What follows belongs to an exercise in optimizing a design on an open flow for small area, a short achievable clock period and few clock cycles; a production flow would make more cautious choices. In this exercise RTL edits were held to simulation tests only and were not proved equivalent to the original.

==> design.v <==
`default_nettype none
package redmule_pkg;
  localparam int unsigned ARRAY_WIDTH = 4;
  localparam int unsigned ELEM_W = 16;
  localparam int unsigned ACC_W  = 32;
  localparam int unsigned LEN_W  = 8;
  localparam int unsigned FIFO_DEPTH = 4;
  localparam int unsigned PIPE_STAGES = 2;
  typedef logic signed [ELEM_W-1:0] elem_t;
  typedef logic signed [ACC_W-1:0]  acc_t;
  typedef logic        [LEN_W-1:0]  len_t;
  typedef logic [ARRAY_WIDTH-1:0][ELEM_W-1:0] x_vec_t;
  typedef logic [ARRAY_WIDTH-1:0][ACC_W-1:0] z_vec_t;
  typedef enum logic [2:0] {
    IDLE,
    RUN,
    DRAIN,
    STORE,
    OUTPUT
  } sched_state_e;
  typedef struct packed {
    logic pop;         
    logic load_bias;   
    logic store;       
    logic z_valid;
    logic busy;
    logic done;        
  } sched_ctrl_t;
endpackage
`default_nettype wire
`default_nettype none
module redmule_stream_fifo #(
  parameter int unsigned DATA_W = 16,
  parameter int unsigned DEPTH  = 4
) (
  input  logic              clk_i,
  input  logic              reset_i,
  input  logic              push_valid_i,
  input  logic [DATA_W-1:0] push_data_i,
  output logic              push_ready_o,
  input  logic              pop_i,
  output logic [DATA_W-1:0] pop_data_o,
  output logic              not_empty_o
);
  logic [DATA_W-1:0]          mem_q [DEPTH];
  logic [$clog2(DEPTH)-1:0]   wr_ptr_q;
  logic [$clog2(DEPTH)-1:0]   rd_ptr_q;
  logic [$clog2(DEPTH+1)-1:0] count_q;
  logic                       push_fire;
  assign push_ready_o = count_q != $bits(count_q)'(DEPTH);
  assign not_empty_o  = count_q != '0;
  assign push_fire    = push_valid_i & push_ready_o;
  assign pop_data_o   = mem_q[rd_ptr_q];
  always_ff @(posedge clk_i) begin
    if (push_fire) begin
      mem_q[wr_ptr_q] <= push_data_i;
    end
  end
  always_ff @(posedge clk_i) begin
    if (reset_i) begin
      wr_ptr_q <= '0;
      rd_ptr_q <= '0;
      count_q  <= '0;
    end else begin
      if (push_fire) begin
        wr_ptr_q <= wr_ptr_q + 1'b1;
      end
      if (pop_i) begin
        rd_ptr_q <= rd_ptr_q + 1'b1;
      end
      if (push_fire && !pop_i) begin
        count_q <= count_q + 1'b1;
      end else if (!push_fire && pop_i) begin
        count_q <= count_q - 1'b1;
      end
    end
  end
endmodule
`default_nettype wire
`default_nettype none
module redmule_scheduler (
  input  logic                     clk_i,
  input  logic                     reset_i,
  input  logic                     start_i,
  input  redmule_pkg::len_t        job_len_i,
  input  logic                     x_avail_i,
  input  logic                     w_avail_i,
  input  logic                     z_ready_i,
  output redmule_pkg::sched_ctrl_t ctrl_o
);
  redmule_pkg::sched_state_e                     state_q;
  redmule_pkg::sched_state_e                     state_d;
  redmule_pkg::len_t                             beats_q;
  logic [$clog2(redmule_pkg::PIPE_STAGES+1)-1:0] drain_q;
  logic                                          pop_en;
  logic                                          start_ok;
  assign start_ok = (state_q == redmule_pkg::IDLE) & start_i;
  assign pop_en   = (state_q == redmule_pkg::RUN) & x_avail_i & w_avail_i;
  always_comb begin
    state_d = state_q;
    unique case (state_q)
      redmule_pkg::IDLE: begin
        if (start_i) begin
          state_d = redmule_pkg::RUN;
        end
      end
      redmule_pkg::RUN: begin
        if (pop_en && beats_q == redmule_pkg::len_t'(1)) begin
          state_d = redmule_pkg::DRAIN;
        end
      end
      redmule_pkg::DRAIN: begin
        if (drain_q == '0) begin
          state_d = redmule_pkg::STORE;
        end
      end
      redmule_pkg::STORE: begin
        state_d = redmule_pkg::OUTPUT;
      end
      redmule_pkg::OUTPUT: begin
        if (z_ready_i) begin
          state_d = redmule_pkg::IDLE;
        end
      end
      default: begin
        state_d = redmule_pkg::IDLE;
      end
    endcase
  end
  always_ff @(posedge clk_i) begin
    if (reset_i) begin
      state_q <= redmule_pkg::IDLE;
      beats_q <= '0;
      drain_q <= '0;
    end else begin
      state_q <= state_d;
      if (start_ok) begin
        beats_q <= job_len_i;
      end else if (pop_en) begin
        beats_q <= beats_q - redmule_pkg::len_t'(1);
      end
      if (state_q == redmule_pkg::RUN) begin
        drain_q <= $bits(drain_q)'(redmule_pkg::PIPE_STAGES - 1);
      end else if (state_q == redmule_pkg::DRAIN) begin
        drain_q <= drain_q - 1'b1;
      end
    end
  end
  always_comb begin
    ctrl_o           = '0;
    ctrl_o.pop       = pop_en;
    ctrl_o.load_bias = start_ok;
    ctrl_o.store     = state_q == redmule_pkg::STORE;
    ctrl_o.z_valid   = state_q == redmule_pkg::OUTPUT;
    ctrl_o.busy      = state_q != redmule_pkg::IDLE;
    ctrl_o.done      = (state_q == redmule_pkg::OUTPUT) & z_ready_i;
  end
endmodule
`default_nettype wire
`default_nettype none
module redmule_ctrl_dmr (
  input  logic                     clk_i,
  input  logic                     reset_i,
  input  logic                     start_i,
  input  redmule_pkg::len_t        job_len_i,
  input  logic                     x_avail_i,
  input  logic                     w_avail_i,
  input  logic                     z_ready_i,
  output redmule_pkg::sched_ctrl_t ctrl_o,
  output logic                     fault_o
);
  redmule_pkg::sched_ctrl_t rep_ctrl_0;
  redmule_pkg::sched_ctrl_t rep_ctrl_1;
  logic                     mismatch;
  logic                     fault_q;
  redmule_scheduler i_scheduler_0 (
    .clk_i     ( clk_i      ),
    .reset_i   ( reset_i    ),
    .start_i   ( start_i    ),
    .job_len_i ( job_len_i  ),
    .x_avail_i ( x_avail_i  ),
    .w_avail_i ( w_avail_i  ),
    .z_ready_i ( z_ready_i  ),
    .ctrl_o    ( rep_ctrl_0 )
  );
  redmule_scheduler i_scheduler_1 (
    .clk_i     ( clk_i      ),
    .reset_i   ( reset_i    ),
    .start_i   ( start_i    ),
    .job_len_i ( job_len_i  ),
    .x_avail_i ( x_avail_i  ),
    .w_avail_i ( w_avail_i  ),
    .z_ready_i ( z_ready_i  ),
    .ctrl_o    ( rep_ctrl_1 )
  );
  assign mismatch = rep_ctrl_0 != rep_ctrl_1;
  always_ff @(posedge clk_i) begin
    if (reset_i) begin
      fault_q <= 1'b0;
    end else if (mismatch) begin
      fault_q <= 1'b1;
    end
  end
  assign ctrl_o  = rep_ctrl_0;
  assign fault_o = fault_q;
endmodule
`default_nettype wire
`default_nettype none
module redmule_engine (
  input  logic                     clk_i,
  input  logic                     reset_i,
  input  redmule_pkg::sched_ctrl_t ctrl_i,
  input  redmule_pkg::z_vec_t      bias_i,
  input  redmule_pkg::x_vec_t      x_i,
  input  redmule_pkg::elem_t       w_i,
  output redmule_pkg::z_vec_t      z_o
);
  localparam int unsigned AW = redmule_pkg::ACC_W;
  localparam int unsigned EW = redmule_pkg::ELEM_W;
  logic [redmule_pkg::ARRAY_WIDTH*AW-1:0] prod_q;
  logic [redmule_pkg::ARRAY_WIDTH*AW-1:0] acc_q;
  logic [redmule_pkg::ARRAY_WIDTH*AW-1:0] z_q;
  logic                                   prod_valid_q;
  logic [redmule_pkg::ARRAY_WIDTH*AW-1:0] bias_flat;
  logic [redmule_pkg::ARRAY_WIDTH*EW-1:0] x_flat;
  assign bias_flat = bias_i;
  assign x_flat    = x_i;
  always_ff @(posedge clk_i) begin
    if (reset_i) begin
      prod_valid_q <= 1'b0;
    end else begin
      prod_valid_q <= ctrl_i.pop;
    end
  end
  for (genvar i = 0; i < redmule_pkg::ARRAY_WIDTH; i++) begin : gen_lane
    always_ff @(posedge clk_i) begin
      if (ctrl_i.pop) begin
        prod_q[i*AW +: AW] <= redmule_pkg::acc_t'($signed(x_flat[i*EW +: EW])) *
                              redmule_pkg::acc_t'($signed(w_i));
      end
    end
    always_ff @(posedge clk_i) begin
      if (ctrl_i.load_bias) begin
        acc_q[i*AW +: AW] <= bias_flat[i*AW +: AW];
      end else if (prod_valid_q) begin
        acc_q[i*AW +: AW] <= acc_q[i*AW +: AW] + prod_q[i*AW +: AW];
      end
    end
  end
  always_ff @(posedge clk_i) begin
    if (ctrl_i.store) begin
      z_q <= acc_q;
    end
  end
  assign z_o = z_q;
endmodule
`default_nettype wire
`default_nettype none
module redmule_top (
  input  logic                clk_i,
  input  logic                reset_i,
  input  logic                start_i,
  input  redmule_pkg::len_t   job_len_i,
  input  redmule_pkg::z_vec_t bias_i,
  input  logic                x_valid_i,
  input  redmule_pkg::x_vec_t x_data_i,
  output logic                x_ready_o,
  input  logic                w_valid_i,
  input  redmule_pkg::elem_t  w_data_i,
  output logic                w_ready_o,
  output logic                z_valid_o,
  output redmule_pkg::z_vec_t z_data_o,
  input  logic                z_ready_i,
  output logic                busy_o,
  output logic                evt_o,
  output logic                fault_o
);
  redmule_pkg::sched_ctrl_t ctrl;
  redmule_pkg::x_vec_t      x_head;
  redmule_pkg::elem_t       w_head;
  logic                     x_avail;
  logic                     w_avail;
  redmule_stream_fifo #(
    .DATA_W ( redmule_pkg::ARRAY_WIDTH * redmule_pkg::ELEM_W ),
    .DEPTH  ( redmule_pkg::FIFO_DEPTH     )
  ) i_x_fifo (
    .clk_i        ( clk_i     ),
    .reset_i      ( reset_i   ),
    .push_valid_i ( x_valid_i ),
    .push_data_i  ( x_data_i  ),
    .push_ready_o ( x_ready_o ),
    .pop_i        ( ctrl.pop  ),
    .pop_data_o   ( x_head    ),
    .not_empty_o  ( x_avail   )
  );
  redmule_stream_fifo #(
    .DATA_W ( redmule_pkg::ELEM_W ),
    .DEPTH  ( redmule_pkg::FIFO_DEPTH    )
  ) i_w_fifo (
    .clk_i        ( clk_i     ),
    .reset_i      ( reset_i   ),
    .push_valid_i ( w_valid_i ),
    .push_data_i  ( w_data_i  ),
    .push_ready_o ( w_ready_o ),
    .pop_i        ( ctrl.pop  ),
    .pop_data_o   ( w_head    ),
    .not_empty_o  ( w_avail   )
  );
  redmule_ctrl_dmr i_ctrl (
    .clk_i     ( clk_i     ),
    .reset_i   ( reset_i   ),
    .start_i   ( start_i   ),
    .job_len_i ( job_len_i ),
    .x_avail_i ( x_avail   ),
    .w_avail_i ( w_avail   ),
    .z_ready_i ( z_ready_i ),
    .ctrl_o    ( ctrl      ),
    .fault_o   ( fault_o   )
  );
  redmule_engine i_engine (
    .clk_i   ( clk_i    ),
    .reset_i ( reset_i  ),
    .ctrl_i  ( ctrl     ),
    .bias_i  ( bias_i   ),
    .x_i     ( x_head   ),
    .w_i     ( w_head   ),
    .z_o     ( z_data_o )
  );
  assign z_valid_o = ctrl.z_valid;
  assign busy_o    = ctrl.busy;
  assign evt_o     = ctrl.done;
endmodule
`default_nettype wire
==> run.sh <==
#!/bin/bash
# synth_recipe.tcl (not shown) runs the flow's synth.tcl, then flattens the netlist and writes it again
# the make line also repeats each setting of config.mk as NAME=value (left out here)
make -C /OpenROAD-flow-scripts/flow DESIGN_CONFIG=/design/flow/config.mk WORK_HOME=/design/flow/orfs CLKGATE_MAP_FILE= SYNTH_SCRIPT=/design/flow/synth_recipe.tcl finish
==> config.mk <==
export PLATFORM = sky130hd
export DESIGN_NAME = redmule_top
export DESIGN_NICKNAME = redmule_top
export VERILOG_FILES = /design/flow/design.v
export SDC_FILE = /design/flow/constraint.sdc
export NUM_CORES = 4
export LEC_CHECK = 0
export CAP_MARGIN = 20
export CORE_MARGIN = 2
export CORE_UTILIZATION = 40
export SLEW_MARGIN = 20
==> constraint.sdc <==
create_clock -name core_clock -period 10.0 [get_ports {clk_i}]
set_input_delay 2.0000 -clock core_clock [delete_from_list [all_inputs] [get_ports {clk_i}]]
set_output_delay 2.0000 -clock core_clock [all_outputs]
set_load 0.01 [all_outputs]
==> impl_metrics.json <==
{
  "multi_input_area_sq_um": 44490,
  "synth_top_family_by_area": "adder cells",
  "r2r_setup_slack_ps": 1570,
  "rsz0062_at_grt": "no",
  "synthesis.area_sq_um": 72010,
  "nFillCells": 16720,
  "min_path_type": "reg -> reg",
  "synthTopCellsByArea": "edfxtp_1, fa_1, ha_1",
  "status": "no timing/DRC/antenna violations",
  "yosysMostFrequentCell": "inv_1",
  "yosysTopAreaCell": "edfxtp_1",
  "dpl.hpwl_mm": 160.3,
  "async_reset_ff_frac": 0,
  "cp-end-kind": "register",
  "cts_hold_buffers": 0,
  "area.sequential_sq_um": 22070,
  "htreeDepth": 3,
  "tns_ps": 0,
  "place_congestion": 0.9230,
  "hold_end": "i_engine.z_q[54]",
  "worst-path-buf-inv": 4,
  "fp-row-count": 155,
  "cts-resized-gates": 0,
  "core_sq_um": 178600,
  "fp.dieW_um": 428.3,
  "io_pins": 356,
  "cts_setup_buffers": 0,
  "routed_via_density": 5.218,
  "ff2ff_path_depth": 24,
  "tightest_slew_ps": 1168,
  "timing.rr.end": "i_engine.prod_q[54]",
  "fp.dieH_um": 428.3,
  "yosys.area_share.simple": 0.1058,
  "grt-ovfl-total": 0,
  "grtUsageTotal": 0.2246,
  "cp_top_family": "adder cells",
  "wl_per_cell_um": 21.32,
  "path_clk_slew_ps": 60,
  "max_cap_violations": 0,
  "max_freq_mhz": 118.7,
  "grt_pass1_vias": 52120,
  "cts_buffers": 85,
  "cp.required_ps": 10440,
  "final_area_sq_um": 81420,
  "finalMaxSlewViolations": 0,
  "synth_edf_count": 704,
  "drt_iter0_drc": 4221,
  "hp-start": "i_engine.acc_q[54]",
  "yosys.area_share.adder": 0.3743,
  "crit_fanout": 21,
  "muxShareOfSynthArea": 0.02586,
  "root_buffer": "clkbuf_16",
  "hold_viol_final": 0,
  "crit_arrival_ps": 8870,
  "final_nets": 8901,
  "cts_tree": "built",
  "syn_nets": 8599,
  "ctsLongestPathBuffers": 3,
  "hold_depth": 0,
  "crit_path_frequent_cell": "fa_1",
  "slew_headroom": 0.2162,
  "synth_cell_types": 82,
  "period_needed_ps": 8427,
  "initial_core_util": 0.4031,
  "numPortBuffers": 355,
  "dr.pass1.iters": 8,
  "synth_seq_cells": 750,
  "yosysTopAreaCellShare": 0.2936,
  "ant_nets": 0,
  "die_area_sq_um": 183400,
  "worstSetupPathType": "reg -> reg",
  "post-route-period-util": 0.8427,
  "vias": 50040,
  "synth_flop_cell": "edfxtp_1",
  "grt_first_pass_wirelength_mm": 315.8,
  "syn-instance-count": 6855,
  "start_kind": "register",
  "antenna_found_initial": 37,
  "cp_cell_sequence": "mux2i_1 -> nand2_1 -> o21a_1 -> buf_4 -> nand2_1 -> fa_1 -> fa_1 -> fa_1 -> fa_1 -> inv_1 -> fa_1 -> inv_1 -> fa_1 -> inv_1 -> ha_1 -> a21o_1 -> nor3b_1 -> nor2_1 -> o21ai_0 -> o31ai_1 -> a21oi_1 -> a21o_1 -> a21oi_1 -> xnor2_1",
  "insertion_delay_ps": 740,
  "synth_compound_area_frac": 0.08022,
  "drt_wl_total_mm": 204.4,
  "drc_errors": 0,
  "crit_path_max_incr_delay_ps": 890,
  "yosysSeqAreaShare": 0.3064,
  "syn_area_per_cell_sq_um": 10.50,
  "synth_common_cells": "inv_1, fa_1, nand2_1",
  "clkSinkCount": 750,
  "final_layout_size_suffix_gt1_frac": 0.04846,
  "postPlaceCellArea_sq_um": 78530,
  "crit_slowest_cell": "o21a_1",
  "setup_viol": 0,
  "grt_max_degree": 138,
  "skew_ps": 42.38,
  "yosys.area_share.xor_xnor": 0.02943,
  "syn_to_final_growth_pct": 13.07,
  "yosysWarnings": 5
}
[worst max-delay path by stage]
stage,start,to,cells after the start
final,register,i_engine.prod_q[54],24
after detailed placement,register,i_engine.prod_q[95],24
after global routing,register,i_engine.prod_q[30],23
after CTS,register,i_engine.prod_q[95],24
after floorplan,register,i_engine.prod_q[30],26
after global placement,register,i_engine.prod_q[95],24
[kinds of logic after synthesis]
| logic type | Yosys count |
|---|---|
| simple gates | 1769 |
| buf+inv | 1495 |
| xor+xnor | 242 |
| mux | 160 |
| compound gates | 917 |
| flops | 750 |
| fa+ha+maj | 1522 |
[stage by stage]
step,hold slack [ps],util,cells,setup WS (ps)
after detailed placement,448.4,0.4397,9423,1577
after global routing,479.5,0.4557,9583,1201
after global placement,442.0,0.4396,9423,1590
final,456.7,0.4558,9589,1573
after CTS,461.0,0.4555,9575,1558
after floorplan,433.4,-,6855,2259
[per-layer routing]
layer	track usage	routed length, um
met2	0.3310	85950
met3	0.05558	18440
met5	0	212
met1	0.3275	93970
met4	0.06400	5861
[layout by cell type (no fill, tap or decap), drive strengths merged, types with 68 or more instances in the layout]
master and count:
o21a 102, a21o 102, a21oi 267, nor2 635, edfxtp 704, buf 91, xnor2 147, nand2 730
o21ai 218, mux2 68, and2 82, ha 468, xor2 95, inv 1271, clkbuf 103, mux2i 78
clkdlybuf4s50 354, fa 1054
[layout make-up]
cell class              instances  area share
multi-input cells            4610      0.5464
flip-flops and latches        750      0.2711
inverters                    1265     0.05844
repair buffers                445     0.05285
well taps                    2355     0.03619
clock buffers                 103     0.02732
clock inverters                49    0.007330
diodes                         12   0.0003688
[state kept, by name (all words and copies together) (netlist names), 2 cells and up, named ones only]
name / flops
i_ctrl.i_scheduler_0.state_q: 3
i_w_fifo.mem_q: 64
i_ctrl.i_scheduler_1.beats_q: 8
i_engine.prod_q: 128
i_engine.z_q: 128
i_x_fifo.mem_q: 256
i_ctrl.i_scheduler_0.drain_q: 2
i_x_fifo.wr_ptr_q: 2
i_ctrl.i_scheduler_1.drain_q: 2
i_w_fifo.count_q: 3
i_engine.acc_q: 128
i_w_fifo.rd_ptr_q: 2
i_w_fifo.wr_ptr_q: 2
i_x_fifo.count_q: 3
i_ctrl.i_scheduler_0.beats_q: 8
i_x_fifo.rd_ptr_q: 2
i_ctrl.i_scheduler_1.state_q: 3
Testbench counts, summed over its fixed seeds: cycles 3,389.

afterwards: timing with drivers on the ports:
In the flow no input, the clock included, has a driving cell. The finished layout below was timed again as built, in two steps. Step 1 sets driving cells, clkbuf_16 on the clock port and buf_2 on the other inputs (assumed; they add their load-dependent delay and slew). Step 2 times the ports against the registers' clock, not the clock port: input delays grow and output delays shrink by t, the midpoint of the rising clock arrivals with the driver on. Slacks: ideal / step 1 / step 2; pairs: ideal / step 1.
t (ns): 0.798
setup WS [ns]: 1.573 / 1.573 / 1.573
worst slew at a driven data input, ns: 0.19
After both steps setup and hold are still met in this run. The setup slack of this run moves by 0.000 ns with the drivers and by 0.000 ns with both steps.
